Background: an optimization exercise with open tools, aiming at small area, a short achievable clock period and few clock cycles per item. Do not read the settings as production practice. RTL that was checked went through simulation tests only; none was proved equivalent to the original. For runs 1 and 2, only the layout was checked, not whether the RTL still works. Power and IR drop assume default switching activity.

===== flow/design.v =====
`default_nettype none
package gmig_pkg;
   localparam int INDEX_WIDTH = 24;
   localparam int CFG_WIDTH   = 13;
   localparam int COUNT_WIDTH = 12;
   localparam int CSR_INDEX_W = 2;
   localparam int IDX_COUNT_W = 3;
   localparam int REQ_DATA_W  = 8;
   localparam int RSP_DATA_W  = ((6 * INDEX_WIDTH + IDX_COUNT_W + 7) / 8) * 8;
   localparam int RSP_USER_W  = 2;
   typedef logic [INDEX_WIDTH-1:0] index_type;
   typedef logic [CFG_WIDTH-1:0]   cfg_type;
   typedef logic [COUNT_WIDTH-1:0] count_type;
   localparam cfg_type CFG_MAX = 13'd4096;
endpackage
`default_nettype wire
`default_nettype none
module gmig_geom (
   input  logic                             clock,
   input  logic                             reset,
   input  logic                             csr_write,
   input  logic [gmig_pkg::CSR_INDEX_W-1:0] csr_index,
   input  gmig_pkg::cfg_type                csr_wdata,
   output gmig_pkg::cfg_type                x_count,
   output gmig_pkg::cfg_type                rows,
   output gmig_pkg::cfg_type                layers,
   output logic                             x_is1,
   output logic                             r_is1,
   output logic                             l_is1,
   output logic                             geo_good,    
   output logic                             geo_ambig    
);
   function automatic logic [3:0] lg(input logic [12:0] v);
      integer i;
      lg = 4'd0;
      for (i = 1; i < 13; i = i + 1) begin
         if (v[i]) lg = i[3:0];
      end
   endfunction
   function automatic logic in_range(input logic [12:0] v);
      in_range = (v != 13'd0) && (!v[12] || (v[11:0] == 12'd0));
   endfunction
   gmig_pkg::cfg_type x_ff, r_ff, l_ff;
   logic [3:0] lgx_ff, lgr_ff, lgl_ff;
   logic       rgx_ff, rgr_ff, rgl_ff;
   logic       x1_ff, r1_ff, l1_ff;
   logic       good_ff, ambig_ff;
   logic       wx, wr, wl, wany;
   logic [3:0] w_lg, lgx_n, lgr_n, lgl_n, s_a;
   logic [4:0] pair_x, pair_r, pair_l, s_b;
   logic       w_rg, w_1, rgx_n, rgr_n, rgl_n, x1_n, r1_n, l1_n, range_n;
   logic [5:0] s_n;
   always_comb begin
      wx    = csr_write && (csr_index == 2'd0);
      wr    = csr_write && (csr_index == 2'd1);
      wl    = csr_write && (csr_index == 2'd2);
      wany  = wx || wr || wl;
      w_lg  = lg(csr_wdata);
      w_rg  = in_range(csr_wdata);
      w_1   = (csr_wdata == 13'd1);
      lgx_n = wx ? w_lg : lgx_ff;
      lgr_n = wr ? w_lg : lgr_ff;
      lgl_n = wl ? w_lg : lgl_ff;
      rgx_n = wx ? w_rg : rgx_ff;
      rgr_n = wr ? w_rg : rgr_ff;
      rgl_n = wl ? w_rg : rgl_ff;
      x1_n  = wx ? w_1 : x1_ff;
      r1_n  = wr ? w_1 : r1_ff;
      l1_n  = wl ? w_1 : l1_ff;
      range_n = rgx_n && rgr_n && rgl_n && !(r1_n && !l1_n);
      pair_x = 5'(lgr_ff) + 5'(lgl_ff);
      pair_r = 5'(lgx_ff) + 5'(lgl_ff);
      pair_l = 5'(lgx_ff) + 5'(lgr_ff);
      s_a    = wany ? w_lg : lgx_ff;
      s_b    = wr ? pair_r : (wl ? pair_l : pair_x);
      s_n    = 6'(s_a) + 6'(s_b);
   end
   always_ff @(posedge clock) begin
      if (reset) begin
         x_ff     <= 13'd2;
         r_ff     <= 13'd1;
         l_ff     <= 13'd1;
         lgx_ff   <= 4'd1;
         lgr_ff   <= 4'd0;
         lgl_ff   <= 4'd0;
         rgx_ff   <= 1'b1;
         rgr_ff   <= 1'b1;
         rgl_ff   <= 1'b1;
         x1_ff    <= 1'b0;
         r1_ff    <= 1'b1;
         l1_ff    <= 1'b1;
         good_ff  <= 1'b1;
         ambig_ff <= 1'b0;
      end else begin
         if (wx) x_ff <= csr_wdata;
         if (wr) r_ff <= csr_wdata;
         if (wl) l_ff <= csr_wdata;
         lgx_ff   <= lgx_n;
         lgr_ff   <= lgr_n;
         lgl_ff   <= lgl_n;
         rgx_ff   <= rgx_n;
         rgr_ff   <= rgr_n;
         rgl_ff   <= rgl_n;
         x1_ff    <= x1_n;
         r1_ff    <= r1_n;
         l1_ff    <= l1_n;
         good_ff  <= range_n && (s_n <= 6'd21);
         ambig_ff <= range_n && (s_n >= 6'd22) && (s_n <= 6'd24);
      end
   end
   assign x_count   = x_ff;
   assign rows      = r_ff;
   assign layers    = l_ff;
   assign x_is1     = x1_ff;
   assign r_is1     = r1_ff;
   assign l_is1     = l1_ff;
   assign geo_good  = good_ff;
   assign geo_ambig = ambig_ff;
endmodule
`default_nettype wire
`default_nettype none
module grid_mesh_index_generator_unit (
   input  logic                              clock,
   input  logic                              reset,
   input  logic                              req_tvalid,
   output logic                              req_tready,
   input  logic [gmig_pkg::REQ_DATA_W-1:0]   req_tdata,    
   output logic                              rsp_tvalid,
   input  logic                              rsp_tready,
   output logic [gmig_pkg::RSP_DATA_W-1:0]   rsp_tdata,
   output logic [gmig_pkg::RSP_USER_W-1:0]   rsp_tuser,    
   output logic                              rsp_tlast,
   input  logic                              csr_valid,
   output logic                              csr_ready,
   input  logic [gmig_pkg::CSR_INDEX_W-1:0]  csr_index,
   input  gmig_pkg::cfg_type                 csr_wdata
);
   typedef logic [23:0] idx_t;
   typedef logic [11:0] cnt_t;
   gmig_pkg::cfg_type x, rows, layers;
   logic geo_good, geo_ambig;
   logic csr_hit;
   assign csr_ready = 1'b1;
   assign csr_hit   = csr_valid && (csr_index != 2'd3);
   gmig_geom u_geom (
      .clock     (clock),
      .reset     (reset),
      .csr_write (csr_hit),
      .csr_index (csr_index),
      .csr_wdata (csr_wdata),
      .x_count   (x),
      .rows      (rows),
      .layers    (layers),
      .x_is1     (x_is1),
      .r_is1     (r_is1),
      .l_is1     (l_is1),
      .geo_good  (geo_good),
      .geo_ambig (geo_ambig)
   );
   logic x_is1, r_is1, l_is1;
   idx_t ra, rc, q_ff;
   logic [12:0] e_ff;
   cnt_t kc, rcn, lc;
   logic k_last, r_last, l_last1, l_last2;
   logic half_ff, first_ff;
   logic ph_line, ph_cell, ph_fb, ph_lr;     
   logic rsp_valid_ff, st_exh_ff, st_bad_ff, cnt1_ff, cnt2_ff, last_ff;
   logic chk_run, chk_stage, chk_xfer, chk_fin, exact_done, exact_ok;
   logic [3:0] chk_idx;
   logic [2:0] ext_ff;
   logic stall, take, restart;
   assign stall      = geo_ambig && !exact_done;
   assign req_tready = !stall && (!rsp_valid_ff || rsp_tready);
   assign take       = req_tvalid && req_tready;
   assign restart    = req_tdata[0];
   logic ok;
   assign ok = geo_good || (geo_ambig && exact_ok);
   logic active;
   assign active = ph_line || ph_cell || ph_fb || ph_lr;
   logic [12:0] xp1, xm1;
   assign xp1 = x + 13'd1;
   assign xm1 = x - 13'd1;
   idx_t delta;
   logic cin;
   logic ent, cap_q;
   cnt_t kc_s, rc_s, lc_s;
   logic half_s;
   logic s_line, s_cell, s_fb, s_lr;
   logic chk_bit;
   assign chk_bit = chk_stage ? layers[chk_idx] : rows[chk_idx];
   always_comb begin
      delta  = '0;
      cin    = 1'b1;
      ent    = 1'b0;
      cap_q  = 1'b0;
      kc_s   = kc;
      rc_s   = rcn;
      lc_s   = lc;
      half_s = half_ff;
      s_line = ph_line;
      s_cell = ph_cell;
      s_fb   = ph_fb;
      s_lr   = ph_lr;
      if (ph_line) begin
         kc_s = kc - 12'd1;
      end else if (ph_cell) begin
         if (!k_last) begin
            kc_s = kc - 12'd1;
         end else if (!r_last) begin
            kc_s  = x[11:0];
            rc_s  = rcn - 12'd1;
            delta = 24'd1;
         end else if (!l_last1) begin
            kc_s  = x[11:0];
            rc_s  = rows[11:0];
            lc_s  = lc - 12'd1;
            delta = 24'(xp1);
            cap_q = first_ff;
         end else begin
            ent    = 1'b1;
            kc_s   = x[11:0];
            lc_s   = layers[11:0];
            half_s = 1'b0;
            s_cell = 1'b0;
            s_fb   = 1'b1;
         end
      end else if (ph_fb) begin
         if (!half_ff) begin
            half_s = 1'b1;
            delta  = q_ff;
         end else if (!k_last) begin
            half_s = 1'b0;
            kc_s   = kc - 12'd1;
            delta  = ~q_ff;
         end else if (!l_last2) begin
            half_s = 1'b0;
            kc_s   = x[11:0];
            lc_s   = lc - 12'd1;
            delta  = 24'd1;
         end else begin
            ent    = 1'b1;
            rc_s   = rows[11:0];
            lc_s   = layers[11:0];
            half_s = 1'b0;
            s_fb   = 1'b0;
            s_lr   = 1'b1;
         end
      end else begin   
         if (!half_ff) begin
            half_s = 1'b1;
            delta  = 24'(xm1);
            cin    = 1'b0;
         end else if (!r_last) begin
            half_s = 1'b0;
            rc_s   = rcn - 12'd1;
         end else begin
            half_s = 1'b0;
            rc_s   = rows[11:0];
            lc_s   = lc - 12'd1;
            delta  = 24'(x);
         end
      end
      if (chk_run) begin
         delta = (chk_xfer || !chk_bit) ? '0 : (chk_stage ? q_ff : 24'(x));
         cin   = 1'b0;
      end
   end
   idx_t base_a, op_a, base_c, op_c, sum_c;
   logic cin_a, cin_c;
   logic [24:0] sum_a;
   always_comb begin
      base_a = ra;
      op_a   = delta;
      cin_a  = cin;
      if (chk_run) begin
         base_a = chk_xfer ? '0 : {ra[22:0], 1'b0};
      end
      base_c = ent ? q_ff : rc;
      op_c   = ent ? 24'(x) : delta;
      cin_c  = ent ? 1'b1 : cin;
   end
   assign sum_a = 25'(base_a) + 25'(op_a) + 25'(cin_a);
   assign sum_c = base_c + op_c + 24'(cin_c);
   logic st_line, st_cell, st_lr, st_empty;
   idx_t a_n, c_n;
   cnt_t kc_n, rc_n, lc_n;
   logic half_n, n_line, n_cell, n_fb, n_lr, resp_ok, resp_exh, fin;
   logic kl_n, rl_n, ll1_n, ll2_n;
   always_comb begin
      st_line  = r_is1 && l_is1 && !x_is1;
      st_cell  = !x_is1 && !r_is1;
      st_lr    = x_is1 && !l_is1;
      st_empty = !(st_line || st_cell || st_lr);
      if (restart) begin
         a_n    = '0;
         c_n    = 24'(x_is1 ? rows : x);
         kc_n   = x[11:0];
         rc_n   = rows[11:0];
         lc_n   = layers[11:0];
         half_n = 1'b0;
         n_line = st_line;
         n_cell = st_cell;
         n_fb   = 1'b0;
         n_lr   = st_lr;
         resp_exh = st_empty;
      end else begin
         a_n    = ent ? '0 : sum_a[23:0];
         c_n    = sum_c;
         kc_n   = kc_s;
         rc_n   = rc_s;
         lc_n   = lc_s;
         half_n = half_s;
         n_line = s_line;
         n_cell = s_cell;
         n_fb   = s_fb;
         n_lr   = s_lr;
         resp_exh = !active;
      end
      resp_ok = ok && !resp_exh;
      kl_n  = (kc_n == 12'd2);
      rl_n  = (rc_n == 12'd2);
      ll1_n = (lc_n == 12'd1);
      ll2_n = (lc_n == 12'd2);
      fin = (n_line && kl_n)
         || (n_cell && l_is1 && kl_n && rl_n)
         || (n_lr && half_n && rl_n && ll2_n);
   end
   always_ff @(posedge clock) begin
      if (reset) begin
         rsp_valid_ff <= 1'b0;
      end else if (take) begin
         rsp_valid_ff <= 1'b1;
      end else if (rsp_tready) begin
         rsp_valid_ff <= 1'b0;
      end
   end
   always_ff @(posedge clock) begin
      if (reset || csr_hit) begin
         ph_line <= 1'b0;
         ph_cell <= 1'b0;
         ph_fb   <= 1'b0;
         ph_lr   <= 1'b0;
      end else if (take) begin
         ph_line <= resp_ok && !fin && n_line;
         ph_cell <= resp_ok && !fin && n_cell;
         ph_fb   <= resp_ok && !fin && n_fb;
         ph_lr   <= resp_ok && !fin && n_lr;
      end
   end
   always_ff @(posedge clock) begin
      if (take) begin
         rc        <= (resp_ok && !n_line) ? c_n : '0;
         kc        <= kc_n;
         rcn       <= rc_n;
         lc        <= lc_n;
         k_last    <= kl_n;
         r_last    <= rl_n;
         l_last1   <= ll1_n;
         l_last2   <= ll2_n;
         half_ff   <= half_n;
         st_bad_ff <= !ok;
         st_exh_ff <= ok && resp_exh;
         cnt1_ff   <= resp_ok;
         cnt2_ff   <= resp_ok && !n_line;
         last_ff   <= resp_ok && fin;
      end
   end
   always_ff @(posedge clock) begin
      if (take) begin
         ra <= resp_ok ? a_n : '0;
      end else if (chk_run) begin
         ra <= sum_a[23:0];
      end
   end
   always_ff @(posedge clock) begin
      if (take) begin
         e_ff <= resp_ok ? (n_lr ? x : 13'd1) : 13'd0;
      end else if (chk_run) begin
         e_ff <= 13'd0;
      end
   end
   always_ff @(posedge clock) begin
      if (take) begin
         first_ff <= restart ? 1'b1 : (first_ff && !cap_q);
      end
   end
   idx_t ob, od;
   logic [13:0] ob_lo, od_lo;
   logic [23:13] ra_inc, rc_inc;
   assign ob_lo  = {1'b0, ra[12:0]} + {1'b0, e_ff};
   assign ra_inc = ra[23:13] + 11'd1;
   assign ob     = {ob_lo[13] ? ra_inc : ra[23:13], ob_lo[12:0]};
   assign od_lo  = {1'b0, rc[12:0]} + {1'b0, e_ff[12:1], e_ff[0] & cnt2_ff};
   assign rc_inc = rc[23:13] + 11'd1;
   assign od     = {od_lo[13] ? rc_inc : rc[23:13], od_lo[12:0]};
   always_ff @(posedge clock) begin
      if (take && !restart && cap_q) begin
         q_ff <= ob;
      end else if (chk_run && chk_xfer) begin
         q_ff <= ob;    
      end
   end
   logic [2:0] ext_n, ext_tot;
   logic       cout_ff;
   assign ext_n   = {ext_ff[1:0], ra[23]} + {1'b0, cout_ff, 1'b0};
   assign ext_tot = ext_ff + 3'(cout_ff);
   always_ff @(posedge clock) begin
      if (reset || csr_hit) begin
         chk_run    <= 1'b0;
         chk_fin    <= 1'b0;
         exact_done <= 1'b0;
         exact_ok   <= 1'b0;
      end else if (chk_fin) begin
         chk_fin    <= 1'b0;
         exact_done <= 1'b1;
         exact_ok   <= (ext_tot == 3'd0) || ((ext_tot == 3'd1) && (ra == '0));
      end else if (!chk_run) begin
         if (stall && !rsp_valid_ff && !exact_done) begin
            chk_run   <= 1'b1;
            chk_stage <= 1'b0;
            chk_xfer  <= 1'b1;
            chk_idx   <= 4'd12;
            ext_ff    <= 3'd0;
            cout_ff   <= 1'b0;
         end
      end else if (chk_xfer) begin
         chk_xfer <= 1'b0;
         cout_ff  <= 1'b0;
         if (ext_tot != 3'd0) begin
            chk_run    <= 1'b0;
            exact_done <= 1'b1;
            exact_ok   <= 1'b1;
         end
      end else begin
         ext_ff  <= ext_n;
         cout_ff <= sum_a[24];
         chk_idx <= chk_idx - 4'd1;
         if (chk_idx == 4'd0) begin
            if (!chk_stage) begin
               chk_stage <= 1'b1;
               chk_xfer  <= 1'b1;
               chk_idx   <= 4'd12;
            end else begin
               chk_run <= 1'b0;
               chk_fin <= 1'b1;
            end
         end
      end
   end
   assign rsp_tvalid = rsp_valid_ff;
   assign rsp_tdata  = {5'd0, cnt2_ff, cnt1_ff, 1'b0,
                        ob & {24{cnt2_ff}}, rc, od, rc, ob, ra};
   assign rsp_tuser  = {st_bad_ff, st_exh_ff};
   assign rsp_tlast  = last_ff;
endmodule
`default_nettype wire

===== flow/flow/run.sh =====
#!/bin/bash
# The standard layout, with the port buffers that ORFS inserts made from plain
# buf_2 cells instead of its default pick (a slow delay buffer).
set -euo pipefail
export BUFFER_PORTS_ARGS="-buffer_cell sky130_fd_sc_hd__buf_2"
bash standard.sh finish > standard_flow.log 2>&1

===== flow/standard.sh =====
#!/bin/bash
# synth_recipe.tcl (not shown) runs the flow's synth.tcl, then flattens the netlist and writes it again
# the make line also repeats each setting of config.mk as NAME=value (left out here)
make -C /OpenROAD-flow-scripts/flow DESIGN_CONFIG=/design/flow/config.mk WORK_HOME=/design/flow/orfs CLKGATE_MAP_FILE= SYNTH_SCRIPT=/design/flow/synth_recipe.tcl "${@:-finish}"

===== flow/config.mk =====
export PLATFORM = sky130hd
export DESIGN_NAME = grid_mesh_index_generator_unit
export DESIGN_NICKNAME = grid_mesh_index_generator_unit
export VERILOG_FILES = /design/flow/design.v
export SDC_FILE = /design/flow/constraint.sdc
export NUM_CORES = 4
export LEC_CHECK = 0
export ABC_AREA = 1
export CAP_MARGIN = 20
export CORE_MARGIN = 2
export CORE_UTILIZATION = 40
export CTS_BUF_LIST = sky130_fd_sc_hd__clkbuf_4 sky130_fd_sc_hd__clkbuf_8
export PLACE_DENSITY = 0.6
export SETUP_SLACK_MARGIN = 3.0
export SLEW_MARGIN = 20

===== flow/constraint.sdc =====
create_clock -name core_clock -period 8.0 [get_ports {clock}]
set_input_delay 1.6000 -clock core_clock [delete_from_list [all_inputs] [get_ports {clock}]]
set_output_delay 1.6000 -clock core_clock [all_outputs]
set_load 0.01 [all_outputs]

==> results of run 1 <==
==> tightest hold or removal path: cells and delay by family (launching register included) <==
kind / cells / cell delay, ns
compound gates: 1 / 0.06
buf+inv: 1 / 0.05
flops: 1 / 0.31
==> flip-flops by register name (all words and copies together), names as in the netlist, 12 cells and up <==
register,cells
q_ff,24
ra,24
rc,24
e_ff,13
u_geom.l_ff,13
u_geom.r_ff,13
u_geom.x_ff,13
kc,12
lc,12
rcn,12
==> layout make-up <==
class                           count  area, µm²  share of cell area (%)
Clock inverter                     10        113                   0.529
Inverter                          350       1330                    6.25
Tap cell                          600        751                    3.53
Sequential cell                   210       5630                    26.4
Clock buffer                       67        841                    3.95
Multi-Input combinational cell   2032      11100                    51.9
Timing Repair inverter              1       5.00                  0.0235
Timing Repair Buffer              257       1560                    7.32
Antenna cell                        1       2.50                  0.0118
==> routing by layer <==
layer / vias to the layer above / track usage, %
met5: - / 0
met4: 0 / 8.12
met3: 133 / 5.31
met2: 1025 / 43.7
met1: 9468 / 43.5
li1: 9506 / -
==> cell usage after synthesis (9+ instances only) <==
library cell | n | share of area, %
inv_2 | 9 | 0.18
a31oi_1 | 12 | 0.41
ha_1 | 93 | 6.4
buf_2 | 30 | 0.82
nand3_1 | 134 | 3.7
a21oi_1 | 302 | 8.3
o21a_1 | 10 | 0.41
nor3_1 | 32 | 0.87
o21ai_1 | 12 | 0.33
nand4_1 | 20 | 0.68
xnor2_1 | 14 | 0.67
fa_1 | 9 | 0.98
o22ai_1 | 52 | 1.8
o211ai_1 | 20 | 0.82
dfxtp_1 | 68 | 7.4
a21o_1 | 9 | 0.37
nand2_1 | 653 | 13
o21ai_0 | 288 | 7.9
edfxtp_1 | 142 | 23
nor4_1 | 13 | 0.44
buf_4 | 40 | 1.6
nor2_1 | 223 | 4.6
clkbuf_1 | 66 | 1.4
xor2_1 | 43 | 2.1
inv_1 | 334 | 6.8
==> path summary, 6_finish.rpt <==
path	slack, ns	to	depth (start not counted)
max	3.00	rsp_tdata[44]	17
min reg2reg	0.47	exact_ok$_SDFFE_PP0P_	2
min	0.47	exact_ok$_SDFFE_PP0P_	2
max reg2reg	3.33	rc[20]$_SDFFCE_PP0P_	26
==> per-stage QoR <==
stage	cell area [µm²]	power (mW)	setup WS, ns	util [%]
2_1_floorplan	18300	2.07	3.27	-
5_1_grt	21300	4.02	2.82	47.0
3_5_place_dp	19400	2.44	2.25	42.9
4_1_cts	20800	3.77	2.97	46.0
3_3_place_gp	19400	2.43	2.27	42.9
6_report	21300	3.83	3.00	47.0
==> kinds of logic (layout without fill, tap and decap cells) <==
| logic type | Yosys count | after routing | synth area share [%] |
|---|---|---|---|
| AO/OA/AOI/OAI | 760 | 760 | 22.9 |
| XOR/XNOR | 57 | 57 | 2.73 |
| adder cells (fa/ha/maj) | 102 | 102 | 7.34 |
| buffers and inverters | 496 | 685 | 11.3 |
| flip-flops | 210 | 210 | 30.7 |
| other | 2 | 8 | 0.0410 |
| AND/OR/NAND/NOR | 1106 | 1106 | 25.0 |
==> power by group through the flow <==
stage | Sequential [mW] | Clock (mW) | Combinational, mW
after floorplan | 1.35 | 0 | 0.722
after CTS | 1.35 | 1.29 | 1.12
final | 1.36 | 1.28 | 1.20
after global placement | 1.38 | 0 | 1.05
after global routing | 1.37 | 1.34 | 1.31
after detailed placement | 1.38 | 0 | 1.06
==> what timing repair did <==
| item | 4_1_cts | 5_1_grt |
|---|---|---|
| buffers inserted | 36 | 21 |
| endpoints found under the hold margin | 0 | 0 |
| endpoints found under the setup margin | 60 | 54 |
| pin swaps | 24 | 37 |
| resized for setup | 47 | 61 |
| cloned | 0 | 1 |
==> notes.md, run 1 <==
Hold Buf Count CTS=0; most frequent cells in the layout=637 x nand2_1, 327 x inv_1, 296 x a21oi_1; Gate power share=~31%; GRT Overall Usage=a little under 30%; Clock Root Buffer=clkbuf_8; Ys Warns=2; Worst Path Arrival=~3.4 ns; IO Count=roughly 190; initial core utilization=approximately two fifths; status=no timing/DRC/antenna violations; post-route minimum period=5.00 ns; commonest non-fill, non-tap cell in the layout=nand2_1; die area=between 40000 and 50000 µm²; Sw Ratio=37.1%; Layout Skew=0.0561 ns; CP dominant cell by count=nand2_2; total of max-cap violations=0; # fillers=4714; grt total ovfl=0; Pwr Density=about 180 nW/µm²; die height=218 µm; cts bufs inserted=42; worst-margin pin slew=between 1 and 1.5 ns; total core area=approximately 45000 µm²; ys async rst share=0%; met2 WL=about 31000 µm; reg2reg start=u_geom.x_ff[0]$_SDFFE_PP0P_; DR vias=about 20000; worst hold path class=reg -> reg; I/O Buffers=roughly 170; drt drc=0; largest net degree at the start of global routing=69; Final ANT Viol Nets=0; post-synthesis cell type count=between 60 and 70; Crit Path Max Fanout=6; Cell Count, Final, Fillers Out=between 3000 and 4000; Post-synth EDFFs=142; Starting DRT DRC Count=around 2300; RePlAce Congestion=about 0.97; number of H-tree levels=2; family with the most delay on the worst path=simple AND/OR/NAND/NOR gates; number of instances in the placed design=3392; Hold Vio Cnt, Final=0; Clock Pin Slew Worst Setup and Hold Paths=0.06 ns; CP Class=reg -> out; Via density=around 5.7; crit path capture type=output pin; Crit path largest cell delay=between 0.4 and 0.5 ns; Achievable Freq=approximately 0.20 GHz; final critical-path share of the clock period=a little over three fifths; number of cell rows=a little under 80; Sequential Power Share=a little over a third; Seq cells post-synth=210; DR pass1 iterations=6; CP max-delay cell=edfxtp_1; initial antenna violation count=1; number of global-route vias before repair=about 18000; cell count after synthesis=2733; wire per inst=slightly above 20 µm; Top Metal Used=met4; ys flop type=edfxtp_1; Longest Clk Path Bufs=3; critical path required time=6.40 ns; first-pass GRT wire length=around 110000 µm; detailed placement HPWL=about 52000 µm; Area Growth Syn to Fin=16.2%; max-slew violations=0; Worst-Skew Late Latency=approximately 0.64 ns; worst slew margin relative to its limit=between 20% and 30%; Total Wirelength=a little over 70000 µm; syn avg cell area=6.70 µm²; Hold Slack=between 0.4 and 0.5 ns; Mapped Area=between 15000 and 20000 µm²; clock group share of total power=33.2%; crit-path cells=ha_4 -> nand2_4 -> nor3_4 -> nand2_2 -> nand2_2 -> nand2_2 -> nand2_1 -> nand2_1 -> nand2_2 -> nand2_4 -> o211ai_4 -> nand4_1 -> nor2_4 -> nand3_2 -> xor2_2 -> inv_1 -> buf_2; die width=between 200 and 250 µm; Nets=3024; Critical Path Start=e_ff[6]$_SDFFCE_PN0P_; sum of negative setup slack=0 ns; P_leak=between 9 and 10 nW; CP bufs+invs=2; Switch Pwr=1.42 mW; Pint=2.41 mW; wire length on met3=roughly 7400 µm; Peak VDD IR=123 µV; share of cells above drive strength 1=between 10% and 20%; CTS tree=yes; # setup viols final=0; Startpoint Class=flop; RSZ-0062 raised after global routing=true; CTS sink cnt=210; wl on met1=between 30000 and 40000 µm; hold_sp=exact_ok$_SDFFE_PP0P_; sequential share of the synthesized area=a little under a third
==> run 2: changes to the inputs <==
--- a/flow/config.mk
+++ b/flow/config.mk
@@ -13,3 +13,4 @@
 export PLACE_DENSITY = 0.6
 export SETUP_SLACK_MARGIN = 3.0
 export SLEW_MARGIN = 20
+export TNS_END_PERCENT = 5
==> notes.md, run 2 <==
status=no timing/DRC/antenna violations; ys flop type=edfxtp_1; number of cell rows=78 (unchanged); first-pass GRT wire length=107000 µm (-0.31%); RePlAce Congestion=0.965 (unchanged); CTS sink cnt=210 (unchanged); Hold Path Depth=2 (unchanged); worst hold path class=reg -> reg; Area Growth Syn to Fin=14.1%; CP Class=reg -> out; Mapped Area=18300 µm² (unchanged); final critical-path share of the clock period=63.1% (+0.50 points); # setup viols final=0 (unchanged); Ys Warns=2 (unchanged); most frequent cell after synthesis=nand2_1; sequential share of the synthesized area=30.7% (unchanged); Reg2Reg Depth=22 (-15%); DR pass1 iterations=6 (unchanged); DR vias=19900 (-1.1%); top post-synthesis cells by area=edfxtp_1 23%, nand2_1 13%, a21oi_1 8.3%, o21ai_0 7.9%, dfxtp_1 7.4%; Peak VDD IR=119 µV (-3.3%); P_leak=9.68 nW (-1.8%); detailed placement HPWL=52300 µm (unchanged); Pwr Density=181 nW/µm² (+0.68%); grt total ovfl=0 (unchanged); number of instances in the placed design=3392 (unchanged); IO Count=186 (unchanged); wire per inst=20.5 µm (+0.36%); total of max-cap violations=0 (unchanged); max-slew violations=0 (unchanged); cts bufs inserted=42 (unchanged); top flop regs=q_ff: 24 flops, ra: 24 flops, rc: 24 flops; number of H-tree levels=2 (unchanged); crit path capture type=output pin; die height=218 µm (unchanged); worst slew margin relative to its limit=23.6% (-0.14 points); commonest non-fill, non-tap cell in the layout=nand2_1; Starting DRT DRC Count=2425 (+3.4%); hold_sp=exact_ok$_SDFFE_PP0P_; Clock Root Buffer=clkbuf_8; RSZ-0062 raised after global routing=true; R2R setup slack=3.15 ns (-0.18 ns); largest net degree at the start of global routing=69 (unchanged); Via density=5.69 (-0.33%); Synth top cells by count=653 x nand2_1, 334 x inv_1, 302 x a21oi_1; cell count after synthesis=2733 (unchanged); Cell Count, Final, Fillers Out=3502 (-0.74%); Total Wirelength=71800 µm (-0.38%); Worst Path Arrival=3.44 ns (+0.04 ns); GRT Overall Usage=29.4% (-0.089 points); Hold Crit Endpoint=exact_ok$_SDFFE_PP0P_; Seq cells post-synth=210 (unchanged); Clock Pin Slew Worst Setup and Hold Paths=0.06 ns (about the same); post-route minimum period=5.04 ns (+0.0403 ns); Worst-Skew Late Latency=0.64 ns (about the same); ys async rst share=0% (unchanged); die width=218 µm (unchanged); reg2reg start=k_last$_DFFE_PP_; total power=3.79 mW (-1.1%); Startpoint Class=flop; sum of negative setup slack=0 ns (unchanged); drt drc=0 (unchanged); post-synth top area cell=edfxtp_1; syn avg cell area=6.70 µm² (unchanged); Layout Skew=0.0574 ns (+0.00133 ns); number of global-route vias before repair=18000 (-0.59%); Crit Path Max Fanout=5 (-1); Achievable Freq=0.198 GHz (-0.80%); post-synthesis cell type count=62 (unchanged); Final ANT Viol Nets=0 (unchanged); total core area=45300 µm² (unchanged); top-area cell type share of the netlist area=23.3% (unchanged); # fillers=4741 (+0.57%); critical path required time=6.40 ns (about the same); r2r endpoint=rc[20]$_SDFFCE_PP0P_; Longest Clk Path Bufs=3 (unchanged); I/O Buffers=171 (unchanged); Hold Buf Count CTS=0 (unchanged); Post-synth EDFFs=142 (unchanged); most frequent cells in the layout=641 x nand2_1, 329 x inv_1, 299 x a21oi_1; CTS tree=yes; initial antenna violation count=1 (unchanged); die area=47500 µm² (unchanged); Nets=2998 (-0.86%); share of cells above drive strength 1=13.7% (-1.5 points); worst-margin pin slew=1.14 ns (+0.00209 ns); initial core utilization=40.4% (unchanged); Hold Vio Cnt, Final=0 (unchanged)
==> run 2: routing by layer <==
metal / track usage, % / up-vias / share of wire, %
met5: 0 / - / 0
met3: 5.30 / 131 / 9.8
met1: 43.5 / 9379 / 45
li1: - / 9443 / -
met2: 43.5 / 964 / 42
met4: 8.07 / 0 / 2.6
==> run 2: report_power, final <==
part / internal, mW / switching (mW)
Clock: 0.733 / 0.546
Combinational: 0.390 / 0.765
Sequential: 1.26 / 0.0994
Total: 2.38 / 1.41
==> run 2: layout make-up <==
| class | count | area [µm²] | share of cell area [%] |
|---|---|---|---|
| antenna | 1 | 2.50 | 0.0120 |
| inverter | 350 | 1330 | 6.35 |
| tap | 600 | 751 | 3.59 |
| timing repair buffer | 231 | 1330 | 6.36 |
| multi-input combinational | 2032 | 10900 | 52.2 |
| clock buffer | 67 | 841 | 4.02 |
| clock inverter | 10 | 113 | 0.539 |
| timing repair inverter | 1 | 5.00 | 0.0239 |
| sequential | 210 | 5630 | 26.9 |
==> run 2: kinds of logic (layout without fill, tap and decap cells) <==
family / after synthesis / after routing / synth area share [%]
xor gates and xnor gates: 57 / 57 / 2.73
buffers and inverters: 496 / 659 / 11.3
adders and majority gates: 102 / 102 / 7.34
other: 2 / 8 / 0.0410
and+or+nand+nor: 1106 / 1106 / 25.0
AOI/OAI and AO/OA: 760 / 760 / 22.9
DFF: 210 / 210 / 30.7
==> run 2: how the worst max path moves through the flow <==
| stage | startpoint | to | slack [ns] | cells after the start |
|---|---|---|---|---|
| final | e_ff[4]$_SDFFCE_PN0P_ | rsp_tdata[40] | 2.96 | 17 |
| after floorplan | csr_index[0] | u_geom.good_ff$_SDFF_PP1_ | 3.27 | 22 |
| after global routing | e_ff[6]$_SDFFCE_PN0P_ | rsp_tdata[44] | 2.82 | 17 |
| after CTS | e_ff[4]$_SDFFCE_PN0P_ | rsp_tdata[142] | 2.92 | 17 |
| after global placement | u_geom.r_ff[4]$_SDFFE_PP0P_ | rc[20]$_SDFFCE_PP0P_ | 2.27 | 28 |
| after detailed placement | u_geom.r_ff[4]$_SDFFE_PP0P_ | rc[20]$_SDFFCE_PP0P_ | 2.25 | 28 |
==> run 2: critical path, cell delays in order (launching register included) <==
cell and delay [ns]:
edfxtp_1 0.48, ha_4 0.32, inv_2 0.07, o21ai_2 0.16, a31oi_1 0.13, nand2_2 0.09
nand2_2 0.05, nand2_1 0.07, nand2_1 0.06, nand2_2 0.12, nand2_4 0.08, o211ai_4 0.22
nand4_1 0.20, buf_4 0.18, buf_4 0.13, xor2_2 0.19, inv_1 0.11, buf_2 0.16
==> run 2: per-stage QoR <==
step / worst slack [ns] / hold WS [ns] / area (µm²) / utilization [%]
finish: 2.96 / 0.470 / 20900 / 46.2
global route: 2.82 / 0.493 / 20900 / 46.2
CTS: 2.92 / 0.474 / 20700 / 45.7
detailed placement: 2.25 / 0.465 / 19400 / 42.9
global placement: 2.27 / 0.454 / 19400 / 42.9
floorplan: 3.27 / 0.428 / 18300 / -
==> run 2: what timing repair did <==
item / CTS / global route
pin swaps: 17 / 17
resized for setup: 35 / 35
setup endpoints to repair: 60 / 57
gates cloned: 0 / 1
setup buffers: 21 / 10
==> run 3: changes to the inputs <==
--- a/flow/design.v
+++ b/flow/design.v
@@ -186,8 +186,12 @@
    cnt_t kc_s, rc_s, lc_s;
    logic half_s;
    logic s_line, s_cell, s_fb, s_lr;
-   logic chk_bit;
-   assign chk_bit = chk_stage ? layers[chk_idx] : rows[chk_idx];
+   logic chk_add_ff;
+   logic [3:0] chk_idx_m1, chk_nidx;
+   logic       chk_nbit;
+   assign chk_idx_m1 = chk_idx - 4'd1;
+   assign chk_nidx   = chk_xfer ? chk_idx : chk_idx_m1;
+   assign chk_nbit   = chk_stage ? layers[chk_nidx] : rows[chk_nidx];
    always_comb begin
       delta  = '0;
       cin    = 1'b1;
@@ -261,7 +265,7 @@
          end
       end
       if (chk_run) begin
-         delta = (chk_xfer || !chk_bit) ? '0 : (chk_stage ? q_ff : 24'(x));
+         delta = chk_add_ff ? (chk_stage ? q_ff : 24'(x)) : '0;
          cin   = 1'b0;
       end
    end
@@ -385,14 +389,8 @@
       end
    end
    idx_t ob, od;
-   logic [13:0] ob_lo, od_lo;
-   logic [23:13] ra_inc, rc_inc;
-   assign ob_lo  = {1'b0, ra[12:0]} + {1'b0, e_ff};
-   assign ra_inc = ra[23:13] + 11'd1;
-   assign ob     = {ob_lo[13] ? ra_inc : ra[23:13], ob_lo[12:0]};
-   assign od_lo  = {1'b0, rc[12:0]} + {1'b0, e_ff[12:1], e_ff[0] & cnt2_ff};
-   assign rc_inc = rc[23:13] + 11'd1;
-   assign od     = {od_lo[13] ? rc_inc : rc[23:13], od_lo[12:0]};
+   assign ob = ra + 24'(e_ff);
+   assign od = rc + 24'({e_ff[12:1], e_ff[0] & cnt2_ff});
    always_ff @(posedge clock) begin
       if (take && !restart && cap_q) begin
          q_ff <= ob;
@@ -422,10 +420,12 @@
             chk_idx   <= 4'd12;
             ext_ff    <= 3'd0;
             cout_ff   <= 1'b0;
+            chk_add_ff <= 1'b0;
          end
       end else if (chk_xfer) begin
          chk_xfer <= 1'b0;
          cout_ff  <= 1'b0;
+         chk_add_ff <= chk_nbit;
          if (ext_tot != 3'd0) begin
             chk_run    <= 1'b0;
             exact_done <= 1'b1;
@@ -434,7 +434,8 @@
       end else begin
          ext_ff  <= ext_n;
          cout_ff <= sum_a[24];
-         chk_idx <= chk_idx - 4'd1;
+         chk_idx <= chk_idx_m1;
+         chk_add_ff <= (chk_idx != 4'd0) && chk_nbit;
          if (chk_idx == 4'd0) begin
             if (!chk_stage) begin
                chk_stage <= 1'b1;
--- a/flow/config.mk
+++ b/flow/config.mk
@@ -8,9 +8,9 @@
 export ABC_AREA = 1
 export CAP_MARGIN = 20
 export CORE_MARGIN = 2
-export CORE_UTILIZATION = 40
+export CORE_UTILIZATION = 55
 export CTS_BUF_LIST = sky130_fd_sc_hd__clkbuf_4 sky130_fd_sc_hd__clkbuf_8
-export PLACE_DENSITY = 0.6
+export PLACE_DENSITY = 0.75
 export SETUP_SLACK_MARGIN = 3.0
 export SLEW_MARGIN = 20
 export TNS_END_PERCENT = 5
==> notes.md, run 3 <==
DR pass1 iterations=8 (+2); Starting DRT DRC Count=2775 (+14%); Reg2Reg Depth=25 (+14%); Peak VDD IR=149 µV (+26%); GR Layer Usage met1=55.6% (+12 points); Post-synth EDFFs=143 (+0.70%); grt total ovfl=0 (unchanged); commonest non-fill, non-tap cell in the layout=nand2_1; met2 Resource Use GR=54.5% (+11 points); max-slew violations=0 (unchanged); post-synth top area cell=edfxtp_1; die area=34600 µm² (-27%); # fillers=3101 (-35%); total of max-cap violations=0 (unchanged); sequential share of the synthesized area=31.0% (+0.33 points); Layout Skew=0.0159 ns (-0.0415 ns); Mapped Area=18200 µm² (-0.54%); antenna cell count=0 (-1); Synth top cells by count=684 x nand2_1, 331 x inv_1, 312 x a21oi_1; busiest grt layer=met1; complex-gate fraction of the synthesized area=22.2% (-0.72 points); multi-input logic area=10800 µm² (-1.2%); top post-synthesis cells by area=edfxtp_1 24%, nand2_1 14%, a21oi_1 8.6%, dfxtp_1 7.5%, o21ai_0 7.1%; top-area cell type share of the netlist area=23.6% (+0.29 points); top flop regs=q_ff: 24 flops, ra: 24 flops, rc: 24 flops; cts bufs inserted=40 (-4.8%); Hold Buf Count CTS=0 (unchanged); most frequent cell after synthesis=nand2_1; Area Growth Syn to Fin=12.7%; Worst Path Arrival=3.51 ns (+0.07 ns); reg2reg start=r_last$_DFFE_PP_; first-pass GRT wire length=101000 µm (-6.0%); critical path required time=6.40 ns (about the same); share of cells above drive strength 1=13.6% (-0.071 points); initial antenna violation count=0 (-1); initial core utilization=56.0% (+16 points); Worst-Skew Late Latency=0.57 ns (-0.07 ns); Clock Pin Slew Worst Setup and Hold Paths=0.06 ns (about the same); Crit Path Max Fanout=4 (-1); R2R setup slack=3.15 ns (about the same); RSZ-0062 raised after global routing=true; worst slew margin relative to its limit=26.2% (+2.6 points); post-synthesis adder-cell area fraction=7.24% (-0.098 points); Clock Root Buffer=clkbuf_8; post-route minimum period=5.11 ns (+0.0688 ns); Ys Warns=2 (unchanged); cell count after synthesis=2743 (+0.37%); GRT Overall Usage=37.9% (+8.5 points); number of instances in the placed design=3244 (-4.4%); P_leak=9.71 nW (+0.38%); post-synthesis cell type count=55 (-11%); Startpoint Class=flop; Achievable Freq=0.196 GHz (-1.3%); DR vias=20200 (+1.4%); hold_sp=exact_ok$_SDFFE_PP0P_; largest net degree at the start of global routing=72 (+4.3%); Hold Path Depth=2 (unchanged); fin area=20500 µm² (-1.7%); crit path capture type=output pin; drt drc=0 (unchanged); status=no timing/DRC/antenna violations; RePlAce Congestion=0.992 (+2.8%); Post-Synth XOR/XNOR Area=2.69% (-0.033 points); Simple-Gate Fraction of Synth Area=25.7% (+0.70 points); I/O Buffers=171 (unchanged); number of cell rows=66 (-15%); die width=186 µm (-15%); # setup viols final=0 (unchanged); Seq. cell area=5660 µm² (+0.64%); Hold Crit Endpoint=exact_ok$_SDFFE_PP0P_; Cell Count, Final, Fillers Out=3358 (-4.1%); IO Count=186 (unchanged); r2r endpoint=rc[10]$_SDFFCE_PN0P_; Total Wirelength=66700 µm (-7.1%); number of global-route vias before repair=17900 (-0.62%); number of H-tree levels=2 (unchanged); syn avg cell area=6.64 µm² (-0.90%); wire per inst=19.9 µm (-3.1%); Pwr Density=173 nW/µm² (-4.4%); sum of negative setup slack=0 ns (unchanged); die height=186 µm (-15%); most frequent cells in the layout=680 x nand2_1, 325 x inv_1, 310 x a21oi_1; CTS sink cnt=211 (+0.48%); largest family of logic cells by synthesized area=simple AND/OR/NAND/NOR gates; ys async rst share=0% (unchanged); Via density=6.01 (+5.8%); CTS tree=yes; mux share of post-synthesis cell area=0% (unchanged); worst hold path class=reg -> reg; detailed placement HPWL=48100 µm (-7.9%); Hold Vio Cnt, Final=0 (unchanged); met3 Track Usage GR=9.02% (+3.7 points); CP Class=reg -> out; total core area=32500 µm² (-28%); ys flop type=edfxtp_1; Nets=3012 (+0.47%); final critical-path share of the clock period=63.9% (+0.86 points); Final ANT Viol Nets=0 (unchanged); Longest Clk Path Bufs=3 (unchanged); Seq cells post-synth=211 (+0.48%); placed cell areas=19100 µm² (-1.4%); worst-margin pin slew=1.10 ns (-0.0384 ns)
## run 3: cell count changes after synthesis, sizes merged, moves of 5 or more
| cell | delta |
|---|---|
| nand2 | +29 |
| o22ai | -16 |
| o21ai | -15 |
| a21oi | +11 |
| buf | -10 |
| a21boi | +9 |
| o211ai | +7 |
| nor4 | -6 |
| inv | +5 |
| nand4 | +5 |
| o21a | -5 |
## run 3: timing repair
action                     CTS  global route
setup endpoints to repair   23            51
gates resized for setup     15            58
gates cloned                 1             1
pin swaps                    7            19
buffers inserted            12            26
## run 3: critical path: stages (launching register included)
cell and delay [ns]:
edfxtp_1 0.48, ha_2 0.24, inv_2 0.04, fa_2 0.39, nor2_4 0.14, nor2_4 0.05, o21ai_2 0.14, nand3b_1 0.15
nand2_2 0.11, a21oi_2 0.06, o21bai_1 0.18, buf_4 0.14, buf_6 0.08, buf_6 0.08, buf_6 0.08, buf_6 0.08
buf_6 0.08, buf_6 0.08, xor2_1 0.17, buf_2 0.16
## run 3: logic make-up (layout without fill, tap and decap cells)
group                      count (synthesis)  count (layout)
AOI/OAI and AO/OA                        742             743
and+or+nand+nor                         1138            1138
buffers and inverters                    494             661
adders and majority gates                100             100
other                                      2               7
DFF                                      211             211
xor gates and xnor gates                  56              56
## run 3: metal layers
| metal | up-vias | routed length [µm] |
|---|---|---|
| li1 | 9462 | - |
| met1 | 9191 | 28000 |
| met2 | 1364 | 27300 |
| met3 | 180 | 9320 |
| met4 | 0 | 2150 |
| met5 | - | 0 |
## run 3: where the power goes
part,internal [mW],leakage (nW),switching [mW],total (mW)
Clock,0.619,0.445,0.511,1.13
Sequential,1.26,1.96,0.104,1.37
Combinational,0.362,7.31,0.702,1.06
Total,2.24,9.71,1.32,3.56
## run 3: cell type report
class	instances	area share, %
clock buffer	61	3.54
clock inverter	13	0.500
timing repair buffer	232	6.60
multi-input combinational	2044	52.5
sequential	211	27.6
timing repair inverter	1	0.0244
inverter	354	6.58
tap	442	2.69
## run 3: worst max path at each step
stage                     startpoint                    endpoint  slack [ns]  cells past startpoint
4_1_cts        e_ff[0]$_SDFFCE_PN0P_              rsp_tdata[134]        2.92                     19
6_report         rc[0]$_SDFFCE_PN0P_               rsp_tdata[84]        2.89                     19
2_1_floorplan           csr_index[0]  u_geom.ambig_ff$_SDFF_PP0_        3.25                     21
5_1_grt        e_ff[0]$_SDFFCE_PN0P_              rsp_tdata[140]        2.80                     21
3_3_place_gp            csr_index[0]  u_geom.ambig_ff$_SDFF_PP0_        2.75                     22
3_5_place_dp            csr_index[0]  u_geom.ambig_ff$_SDFF_PP0_        2.65                     22
## run 3: per-stage QoR
stage | setup WS, ns | hold slack [ns] | utilization, % | power, mW
3_5_place_dp | 2.65 | 0.442 | 58.8 | 2.37
5_1_grt | 2.80 | 0.476 | 63.1 | 3.73
4_1_cts | 2.92 | 0.452 | 61.8 | 3.51
2_1_floorplan | 3.25 | 0.421 | - | 2.04
6_report | 2.89 | 0.462 | 63.1 | 3.56
3_3_place_gp | 2.75 | 0.433 | 58.8 | 2.35
Testbench counts of run 3, summed over its fixed seeds: cycles 23,230, items 23,024.
==> run 4: changes to the inputs <==
--- a/flow/config.mk
+++ b/flow/config.mk
@@ -8,9 +8,9 @@
 export ABC_AREA = 1
 export CAP_MARGIN = 20
 export CORE_MARGIN = 2
-export CORE_UTILIZATION = 55
+export CORE_UTILIZATION = 40
 export CTS_BUF_LIST = sky130_fd_sc_hd__clkbuf_4 sky130_fd_sc_hd__clkbuf_8
-export PLACE_DENSITY = 0.75
-export SETUP_SLACK_MARGIN = 3.0
+export PLACE_DENSITY = 0.6
+export SETUP_SLACK_MARGIN = 2.0
 export SLEW_MARGIN = 20
 export TNS_END_PERCENT = 5
==> notes.md, run 4 <==
Total Wirelength=68200 µm (+2.3%); crit path capture type=flop; Worst Path Arrival=5.94 ns (+2.43 ns); RePlAce Congestion=0.964 (-2.9%); top-area cell type share of the netlist area=23.6% (unchanged); number of global-route vias before repair=17600 (-1.9%); Pwr Density=175 nW/µm² (+0.92%); Mapped Area=18200 µm² (unchanged); sum of negative setup slack=0 ns (unchanged); CP dominant cell by count=nand2_1; Gate power share=28.7% (-1.2 points); Layout Skew=0.0379 ns (+0.0220 ns); largest net degree at the start of global routing=73 (+1.4%); Post-CTS Repair Setup Buffers=0 (-12); clock group share of total power=32.4% (+0.7 points); Starting DRT DRC Count=2204 (-21%); # setup viols final=0 (unchanged); Achievable Freq=0.182 GHz (-7.0%); status=no timing/DRC/antenna violations; Area Growth Syn to Fin=10.8%; Sw Ratio=37.3% (+0.32 points); sequential share of the synthesized area=31.0% (unchanged); Startpoint Class=flop; Peak VDD IR=141 µV (-5.3%); share of cells above drive strength 1=10.8% (-2.9 points); total of max-cap violations=0 (unchanged); Longest Clk Path Bufs=3 (unchanged); DP Worst Slack=2.65 ns (-0.000560 ns); total core area=45200 µm² (+39%); ys async rst share=0% (unchanged); Worst-Skew Late Latency=0.63 ns (+0.06 ns); post-synth top area cell=edfxtp_1; Hold Buf Count CTS=0 (unchanged); top post-synthesis cells by area=edfxtp_1 24%, nand2_1 14%, a21oi_1 8.6%, dfxtp_1 7.5%, o21ai_0 7.1%; RSZ-0062 raised after global routing=false; Clock Pin Slew Worst Setup and Hold Paths=0.06 ns (about the same); GRT Overall Usage=28.2% (-9.6 points); CTS sink cnt=211 (unchanged); CP Class=reg -> reg; die height=217 µm (+17%); Via density=5.60 (-6.9%); Ys Warns=2 (unchanged); wire length on met3=7580 µm (-19%); Nets=2975 (-1.2%); Top Metal Used=met4; IO Count=186 (unchanged); ys flop type=edfxtp_1; Crit path largest cell delay=0.52 ns (+0.04 ns); initial antenna violation count=0 (unchanged); worst hold path class=reg -> reg; number of H-tree levels=2 (unchanged); Seq cells post-synth=211 (unchanged); top flop regs=q_ff: 24 flops, ra: 24 flops, rc: 24 flops; Final ANT Viol Nets=0 (unchanged); slack of the critical path=2.50 ns (-0.382 ns); # fillers=4709 (+52%); drt drc=0 (unchanged); antenna cell count=0 (unchanged); CP max-delay cell=nor2_1; die width=217 µm (+17%); Pint=2.22 mW (-1.3%); worst-margin pin slew=1.13 ns (+0.0245 ns); Hold Vio Cnt, Final=0 (unchanged); DR pass1 iterations=6 (-2); post_cts resized=0 (-15); first-pass GRT wire length=103000 µm (+2.3%); Crit Path Max Fanout=41 (+37); number of cell rows=78 (+18%); I/O Buffers=171 (unchanged); grt total ovfl=0 (unchanged); cts bufs inserted=43 (+7.5%); Switch Pwr=1.32 mW (about the same); Sequential Power Share=38.9% (+0.5 points); cell count after synthesis=2743 (unchanged); commonest non-fill, non-tap cell in the layout=nand2_1; DR vias=19500 (-3.5%); worst slew margin relative to its limit=24.6% (-1.6 points); max-slew violations=0 (unchanged); critical path required time=8.44 ns (+2.04 ns); post-route minimum period=5.50 ns (+0.382 ns); CTS tree=yes; P_leak=9.52 nW (-2.0%); final critical-path share of the clock period=68.7% (+4.8 points); initial core utilization=40.3% (-16 points); met2 WL=27900 µm (+2.4%); syn avg cell area=6.64 µm² (unchanged); most frequent cell after synthesis=nand2_1; die area=47300 µm² (+37%); wire per inst=19.6 µm (-1.4%); wl on met1=30800 µm (+10%); Clock Root Buffer=clkbuf_8; Synth top cells by count=684 x nand2_1, 331 x inv_1, 312 x a21oi_1; Post-synth EDFFs=143 (unchanged); post-synthesis cell type count=55 (unchanged); detailed placement HPWL=50500 µm (+5.0%); most frequent cells in the layout=684 x nand2_1, 330 x inv_1, 311 x a21oi_1
run 4: area by class of cell:
class | count | area (µm²) | share of cell area (%)
Multi-Input combinational cell | 2043 | 10600 | 52.3
Sequential cell | 211 | 5660 | 28.0
Clock inverter | 21 | 114 | 0.564
Timing Repair Buffer | 194 | 1030 | 5.09
Clock buffer | 59 | 749 | 3.71
Tap cell | 600 | 751 | 3.72
Inverter | 354 | 1330 | 6.58
run 4: layer usage:
layer  track usage, %  vias up
met3             5.52      107
met1             41.7     8968
met2             40.7     1029
li1                 -     9384
met4             9.73        0
met5                0        -
run 4: kinds of logic after synthesis:
kind of cell	synth area share, %
adder cells (fa/ha/maj)	7.24
buffers and inverters	11.1
AO/OA/AOI/OAI	22.2
AND/OR/NAND/NOR	25.7
XOR/XNOR	2.69
flip-flops	31.0
other	0.0412
run 4: worst paths after layout:
path	slack [ns]	from	cells after the start	to
setup reg to reg	2.50	r_last$_DFFE_PP_	26	rc[22]$_SDFFCE_PP0P_
setup / recovery	2.50	r_last$_DFFE_PP_	26	rc[22]$_SDFFCE_PP0P_
hold reg to reg	0.45	exact_ok$_SDFFE_PP0P_	2	exact_ok$_SDFFE_PP0P_
hold / removal	0.45	exact_ok$_SDFFE_PP0P_	2	exact_ok$_SDFFE_PP0P_
run 4: worst max-delay path, delay by kind of cell, from the launching register on:
kind / cells / cell delay (ns)
AND/OR/NAND/NOR: 9 / 1.59
AO/OA/AOI/OAI: 10 / 1.81
buffers and inverters: 6 / 1.21
adder cells (fa/ha/maj): 1 / 0.40
flip-flops: 1 / 0.31
run 4: power groups by stage:
stage          logic, mW  clock network (mW)  registers, mW
2_1_floorplan      0.687                   0           1.35
3_3_place_gp       0.974                   0           1.39
3_5_place_dp       0.993                   0           1.39
4_1_cts            0.997                1.17           1.37
5_1_grt             1.13                1.21           1.38
6_report            1.01                1.15           1.38
run 4: metrics by stage:
stage / instance area [µm²] / utilization (%) / instances / total power, mW / hold WS, ns
2_1_floorplan: 18200 / - / 2748 / 2.04 / 0.421
3_3_place_gp: 19300 / 42.8 / 3401 / 2.37 / 0.432
3_5_place_dp: 19300 / 42.8 / 3401 / 2.39 / 0.439
4_1_cts: 20200 / 44.7 / 3481 / 3.53 / 0.446
5_1_grt: 20200 / 44.7 / 3482 / 3.72 / 0.484
6_report: 20200 / 44.7 / 3482 / 3.53 / 0.445
==> run 5: changes to the inputs <==
--- a/flow/config.mk
+++ b/flow/config.mk
@@ -11,6 +11,6 @@
 export CORE_UTILIZATION = 40
 export CTS_BUF_LIST = sky130_fd_sc_hd__clkbuf_4 sky130_fd_sc_hd__clkbuf_8
 export PLACE_DENSITY = 0.6
-export SETUP_SLACK_MARGIN = 2.0
+export SETUP_SLACK_MARGIN = 3.5
 export SLEW_MARGIN = 20
 export TNS_END_PERCENT = 5
==> notes.md, run 5 <==
status=no timing/DRC/antenna violations; antenna cell count=0 (unchanged); Area Growth Syn to Fin=14.3%; post-synth top area cell=edfxtp_1; post-synthesis cell type count=55 (unchanged); commonest non-fill, non-tap cell in the layout=nand2_1; Nets=3021 (+1.5%); most frequent cell after synthesis=nand2_1; final critical-path share of the clock period=62.9% (-5.8 points); Ys Warns=2 (unchanged); R2R setup slack=3.22 ns (+0.72 ns); share of cells above drive strength 1=14.0% (+3.2 points); slack of the critical path=2.97 ns (+0.467 ns); Clock Root Buffer=clkbuf_8; IO Count=186 (unchanged); reg2reg start=half_ff$_DFFE_PP_; Achievable Freq=0.199 GHz (+9.3%); CTS tree=yes; Worst Path Arrival=3.43 ns (-2.51 ns); Pwr Density=174 nW/µm² (-0.48%); total core area=45200 µm² (unchanged); # setup viols final=0 (unchanged); largest net degree at the start of global routing=58 (-21%); Startpoint Class=flop; DP Worst Slack=2.32 ns (-0.327 ns); Final ANT Viol Nets=0 (unchanged); post-route minimum period=5.03 ns (-0.467 ns); drt drc=0 (unchanged); ys flop type=edfxtp_1; DR pass1 iterations=6 (unchanged); P_leak=9.81 nW (+3.1%); RePlAce Congestion=0.951 (-1.4%); die width=217 µm (unchanged); Layout Skew=0.0316 ns (-0.00634 ns); Seq cells post-synth=211 (unchanged); Longest Clk Path Bufs=3 (unchanged); cell count after synthesis=2743 (unchanged); r2r endpoint=rc[10]$_SDFFCE_PN0P_; crit path capture type=output pin; top-area cell type share of the netlist area=23.6% (unchanged); I/O Buffers=171 (unchanged); die area=47300 µm² (unchanged); initial core utilization=40.3% (unchanged); Total Wirelength=68100 µm (about the same); total of max-cap violations=0 (unchanged); top post-synthesis cells by area=edfxtp_1 24%, nand2_1 14%, a21oi_1 8.6%, dfxtp_1 7.5%, o21ai_0 7.1%; worst hold path class=reg -> reg; number of cell rows=78 (unchanged); hold_sp=u_geom.rgr_ff$_SDFF_PP1_; worst slew margin relative to its limit=33.7% (+9.2 points); Via density=5.54 (-1.0%); RSZ-0062 raised after global routing=true; sum of negative setup slack=0 ns (unchanged); DR vias=19500 (+0.18%); Reg2Reg Depth=26 (unchanged); number of global-route vias before repair=17800 (+1.1%); syn avg cell area=6.64 µm² (unchanged); Worst-Skew Late Latency=0.62 ns (about the same); detailed placement HPWL=50500 µm (about the same); Starting DRT DRC Count=1888 (-14%); ys async rst share=0% (unchanged); max-slew violations=0 (unchanged); Hold Path Depth=2 (unchanged); GRT Overall Usage=28.2% (about the same); Clock Pin Slew Worst Setup and Hold Paths=0.05 ns (about the same); worst-margin pin slew=0.992 ns (-0.136 ns); grt total ovfl=0 (unchanged); Post-synth EDFFs=143 (unchanged); Crit Path Max Fanout=4 (-90%); CP Class=reg -> out; first-pass GRT wire length=103000 µm (+0.22%); top flop regs=q_ff: 24 flops, ra: 24 flops, rc: 24 flops; die height=217 µm (unchanged); Hold Crit Endpoint=u_geom.rgr_ff$_SDFF_PP1_; wire per inst=19.3 µm (-1.3%); most frequent cells in the layout=675 x nand2_1, 324 x inv_1, 309 x a21oi_1; critical path required time=6.40 ns (-2.04 ns); sequential share of the synthesized area=31.0% (unchanged); initial antenna violation count=0 (unchanged); Mapped Area=18200 µm² (unchanged); Peak VDD IR=188 µV (+33%); Hold Vio Cnt, Final=0 (unchanged); number of H-tree levels=2 (unchanged); cts bufs inserted=41 (-4.7%); CTS sink cnt=211 (unchanged); Synth top cells by count=684 x nand2_1, 331 x inv_1, 312 x a21oi_1
==> run 5: worst max-delay path by stage <==
stage / to / slack (ns) / from
after detailed placement: rc[22]$_SDFFCE_PP0P_ / 2.32 / r_last$_DFFE_PP_
after global placement: rc[10]$_SDFFCE_PN0P_ / 2.41 / r_last$_DFFE_PP_
after floorplan: u_geom.ambig_ff$_SDFF_PP0_ / 3.37 / csr_index[0]
after CTS: rsp_tdata[140] / 2.87 / e_ff[0]$_SDFFCE_PN0P_
after global routing: rsp_tdata[94] / 2.78 / e_ff[0]$_SDFFCE_PN0P_
final: rsp_tdata[84] / 2.97 / e_ff[3]$_SDFFCE_PN0P_
==> run 5: cells by family after synthesis <==
logic type | Yosys count | share of synthesized area, %
buffers and inverters | 494 | 11.1
xor gates and xnor gates | 56 | 2.69
and+or+nand+nor | 1138 | 25.7
other | 2 | 0.0412
adders and majority gates | 100 | 7.24
AOI/OAI and AO/OA | 742 | 22.2
DFF | 211 | 31.0
==> run 5: power breakdown <==
group / switching (mW) / internal (mW) / leakage (nW)
sequential: 0.104 / 1.26 / 1.95
clock: 0.510 / 0.682 / 0.472
combinational: 0.696 / 0.371 / 7.38
==> run 5: what timing repair did <==
item	4_1_cts	5_1_grt
gates resized for setup	41	27
gates cloned	1	0
setup buffers	31	19
pin swaps	14	15
hold buffers	0	0
endpoints found under the setup margin	89	89
==> run 5: layout make-up <==
class,instances,area [µm²]
clock buffer,64,774
clock inverter,10,111
fill,4671,24400
inverter,354,1350
multi-input combinational,2043,10800
sequential,211,5660
tap,600,751
timing repair buffer,241,1410
timing repair inverter,1,5.00
==> run 5: routing by layer <==
layer / GRT usage (%) / vias up / routed length [µm]
li1: - / 9466 / -
met1: 41.2 / 9054 / 31300
met2: 41.7 / 878 / 28400
met3: 5.73 / 126 / 6550
met4: 8.36 / 0 / 1810
met5: 0 / - / 0
==> run 5: stage by stage <==
| stage | instance area (µm²) | cells | utilization (%) | power (mW) | hold slack [ns] |
|---|---|---|---|---|---|
| floorplan | 18200 | 2748 | - | 2.04 | 0.421 |
| global placement | 19300 | 3399 | 42.7 | 2.37 | 0.433 |
| detailed placement | 19300 | 3399 | 42.7 | 2.38 | 0.454 |
| CTS | 20600 | 3505 | 45.5 | 3.61 | 0.462 |
| global route | 20800 | 3524 | 46.1 | 3.83 | 0.487 |
| finish | 20800 | 3524 | 46.1 | 3.63 | 0.470 |
==> run 5: critical path: stages (launching register included) <==
cell	delay [ns]
edfxtp_1	0.43
buf_4	0.19
ha_1	0.33
a21oi_1	0.14
inv_1	0.06
nor2_2	0.15
o21ai_2	0.08
nand3b_1	0.10
nand2_2	0.07
a21oi_2	0.14
o21bai_1	0.10
buf_4	0.14
buf_4	0.12
buf_4	0.12
buf_4	0.12
buf_4	0.12
buf_4	0.12
xor2_1	0.14
buf_2	0.16
==> run 6: changes to the inputs <==
--- a/flow/config.mk
+++ b/flow/config.mk
@@ -11,6 +11,6 @@
 export CORE_UTILIZATION = 40
 export CTS_BUF_LIST = sky130_fd_sc_hd__clkbuf_4 sky130_fd_sc_hd__clkbuf_8
 export PLACE_DENSITY = 0.6
-export SETUP_SLACK_MARGIN = 3.5
+export SETUP_SLACK_MARGIN = 3.0
 export SLEW_MARGIN = 20
 export TNS_END_PERCENT = 5
==> notes.md, run 6 <==
status=no timing/DRC/antenna violations; Total Wirelength=68800 µm (+1.0%); Via density=5.59 (+0.91%); total of max-cap violations=0 (unchanged); post-synthesis cell type count=55 (unchanged); CP Class=reg -> out; die width=217 µm (unchanged); share of cells above drive strength 1=14.1% (+0.035 points); die height=217 µm (unchanged); Clock Root Buffer=clkbuf_8; Nets=3031 (+0.33%); first-pass GRT wire length=103000 µm (+0.30%); Layout Skew=0.0365 ns (+0.00492 ns); post-synthesis adder-cell area fraction=7.24% (unchanged); largest net degree at the start of global routing=73 (+26%); Worst Path Arrival=3.45 ns (+0.02 ns); RePlAce Congestion=0.964 (+1.4%); number of cell rows=78 (unchanged); sum of negative setup slack=0 ns (unchanged); Achievable Freq=0.198 GHz (-0.41%); wire per inst=19.5 µm (+0.64%); worst-margin pin slew=1.08 ns (+0.0926 ns); crit path capture type=output pin; Startpoint Class=flop; Synth top cells by count=684 x nand2_1, 331 x inv_1, 312 x a21oi_1; Seq cells post-synth=211 (unchanged); Mapped Area=18200 µm² (unchanged); drt drc=0 (unchanged); total core area=45200 µm² (unchanged); largest family of logic cells by synthesized area=simple AND/OR/NAND/NOR gates; Hold Vio Cnt, Final=0 (unchanged); # fillers=4664 (-0.15%); P_leak=9.83 nW (+0.19%); antenna cell count=0 (unchanged); sequential share of the synthesized area=31.0% (unchanged); initial antenna violation count=0 (unchanged); Clock Pin Slew Worst Setup and Hold Paths=0.06 ns (about the same); Starting DRT DRC Count=2137 (+13%); Area Growth Syn to Fin=14.6%; Peak VDD IR=142 µV (-25%); top post-synthesis cells by area=edfxtp_1 24%, nand2_1 14%, a21oi_1 8.6%, dfxtp_1 7.5%, o21ai_0 7.1%; GRT Overall Usage=28.4% (+0.15 points); complex-gate fraction of the synthesized area=22.2% (unchanged); DR vias=19800 (+1.3%); cts bufs inserted=43 (+4.9%); worst slew margin relative to its limit=27.4% (-6.3 points); top flop regs=q_ff: 24 flops, ra: 24 flops, rc: 24 flops; IO Count=186 (unchanged); Longest Clk Path Bufs=3 (unchanged); Pwr Density=172 nW/µm² (-1.2%); ys async rst share=0% (unchanged); most frequent cell after synthesis=nand2_1; post-synth top area cell=edfxtp_1; CTS tree=yes; DR pass1 iterations=6 (unchanged); Crit Path Max Fanout=3 (-1); critical path required time=6.40 ns (about the same); I/O Buffers=171 (unchanged); mux share of post-synthesis cell area=0% (unchanged); slack of the critical path=2.95 ns (-0.0205 ns); Final ANT Viol Nets=0 (unchanged); Simple-Gate Fraction of Synth Area=25.7% (unchanged); ys flop type=edfxtp_1; commonest non-fill, non-tap cell in the layout=nand2_1; CTS sink cnt=211 (unchanged); Worst-Skew Late Latency=0.63 ns (about the same); number of global-route vias before repair=17700 (-0.55%); final critical-path share of the clock period=63.1% (+0.26 points); Ys Warns=2 (unchanged); max-slew violations=0 (unchanged); post-route minimum period=5.05 ns (+0.0205 ns); DP Worst Slack=2.65 ns (+0.327 ns); RSZ-0062 raised after global routing=true; syn avg cell area=6.64 µm² (unchanged); worst hold path class=reg -> reg; detailed placement HPWL=50500 µm (about the same); top-area cell type share of the netlist area=23.6% (unchanged); die area=47300 µm² (unchanged); cell count after synthesis=2743 (unchanged); Post-Synth XOR/XNOR Area=2.69% (unchanged); number of H-tree levels=2 (unchanged); most frequent cells in the layout=679 x nand2_1, 325 x inv_1, 309 x a21oi_1; Hold Buf Count CTS=0 (unchanged); initial core utilization=40.3% (unchanged); grt total ovfl=0 (unchanged); # setup viols final=0 (unchanged); Post-synth EDFFs=143 (unchanged)
[run 6: cell counts after synthesis]
Identical to the previous run, type by type.
[run 6: critical path, cell delays in order (launching register included)]
cell,delay [ns]
edfxtp_1,0.41
buf_6,0.15
nand2_4,0.06
inv_2,0.04
ha_4,0.15
inv_2,0.04
fa_2,0.20
nor2_2,0.04
nor2_2,0.13
o21ai_2,0.09
nand3b_1,0.10
nand2_2,0.07
buf_6,0.12
buf_4,0.11
buf_4,0.12
buf_4,0.12
buf_4,0.12
buf_4,0.12
buf_4,0.12
buf_4,0.12
buf_4,0.12
xor2_1,0.13
buf_2,0.15
[run 6: cell families (layout without fill, tap and decap cells)]
| kind of cell | count (synthesis) | in the layout |
|---|---|---|
| flip-flops | 211 | 211 |
| buffers and inverters | 494 | 684 |
| AO/OA/AOI/OAI | 742 | 742 |
| XOR/XNOR | 56 | 56 |
| AND/OR/NAND/NOR | 1138 | 1138 |
| other | 2 | 7 |
| adder cells (fa/ha/maj) | 100 | 100 |
[run 6: cell type report]
cell class                      count  area, µm²  share of cell area, %
Sequential cell                   211       5660                   27.1
Multi-Input combinational cell   2043      10800                   51.7
Clock inverter                     21        114                  0.546
Tap cell                          600        751                   3.60
Clock buffer                       59        749                   3.59
Timing Repair Buffer              250       1470                   7.04
Inverter                          354       1350                   6.46
[run 6: report_power, final]
part	total, mW	switching (mW)	internal, mW
combinational	1.07	0.697	0.375
sequential	1.37	0.107	1.26
clock	1.15	0.534	0.612
[run 6: final timing paths]
kind	from	end	slack (ns)	depth (start not counted)
max	e_ff[0]$_SDFFCE_PN0P_	rsp_tdata[82]	2.95	22
min	exact_ok$_SDFFE_PP0P_	exact_ok$_SDFFE_PP0P_	0.45	2
max reg2reg	r_last$_DFFE_PP_	rc[22]$_SDFFCE_PP0P_	3.16	26
min reg2reg	exact_ok$_SDFFE_PP0P_	exact_ok$_SDFFE_PP0P_	0.45	2
[run 6: routing by layer]
metal  vias to the layer above  part of all wire [%]  wire (µm)  track usage (%)
met5                         -                     0          0                0
met4                         0                   2.9       2000             9.79
met3                       119                    11       7850             5.69
met2                      1071                    41      28200             41.0
met1                      9095                    45      30700             41.7
li1                       9495                     -          -                -
[run 6: repair_timing]
item | in CTS | in global routing
pin swaps | 12 | 16
buffers inserted | 21 | 36
setup endpoints to repair | 39 | 53
gates resized for setup | 26 | 43
[run 6: through the flow]
| stage | hold slack [ns] | area, µm² | total power [mW] | instances | util (%) |
|---|---|---|---|---|---|
| final | 0.445 | 20900 | 3.59 | 3538 | 46.2 |
| after global routing | 0.485 | 20900 | 3.78 | 3538 | 46.2 |
| after CTS | 0.446 | 20400 | 3.56 | 3502 | 45.2 |
| after detailed placement | 0.439 | 19300 | 2.39 | 3401 | 42.8 |
| after global placement | 0.432 | 19300 | 2.37 | 3401 | 42.8 |
| after floorplan | 0.421 | 18200 | 2.04 | 2748 | - |

port drivers added, routing unchanged:
No port has a modelled driver above. Below, the same layouts with a new extraction and two added sets of constraints. Step 1, drivers: a clkbuf_16 drives clock and a buf_2 each remaining input, both assumed. Step 2 times the ports against the registers' clock, not the clock port: input delays grow and output delays shrink by t, the midpoint of the rising clock arrivals with the driver on. a / b / c = no drivers / after step 1 / after step 2; a / b = the first two.
run	shift t [ns]	setup WS [ns]	hold slack, ns
run 1	0.659	2.996 / 2.945 / 2.745	0.470 / 0.470 / 0.470
run 2	0.662	2.955 / 2.905 / 2.593	0.470 / 0.470 / 0.470
run 3	0.616	2.887 / 2.834 / 2.699	0.462 / 0.462 / 0.462
run 4	0.669	2.504 / 2.486 / 2.504	0.445 / 0.445 / 0.445
run 5	0.663	2.971 / 2.914 / 2.637	0.470 / 0.470 / 0.470
run 6	0.668	2.950 / 2.894 / 2.625	0.445 / 0.445 / 0.445
After both steps setup and hold are still met in every run listed. The setup slack of run 2, which loses most, moves by -0.050 ns with the drivers and by -0.362 ns with both steps.
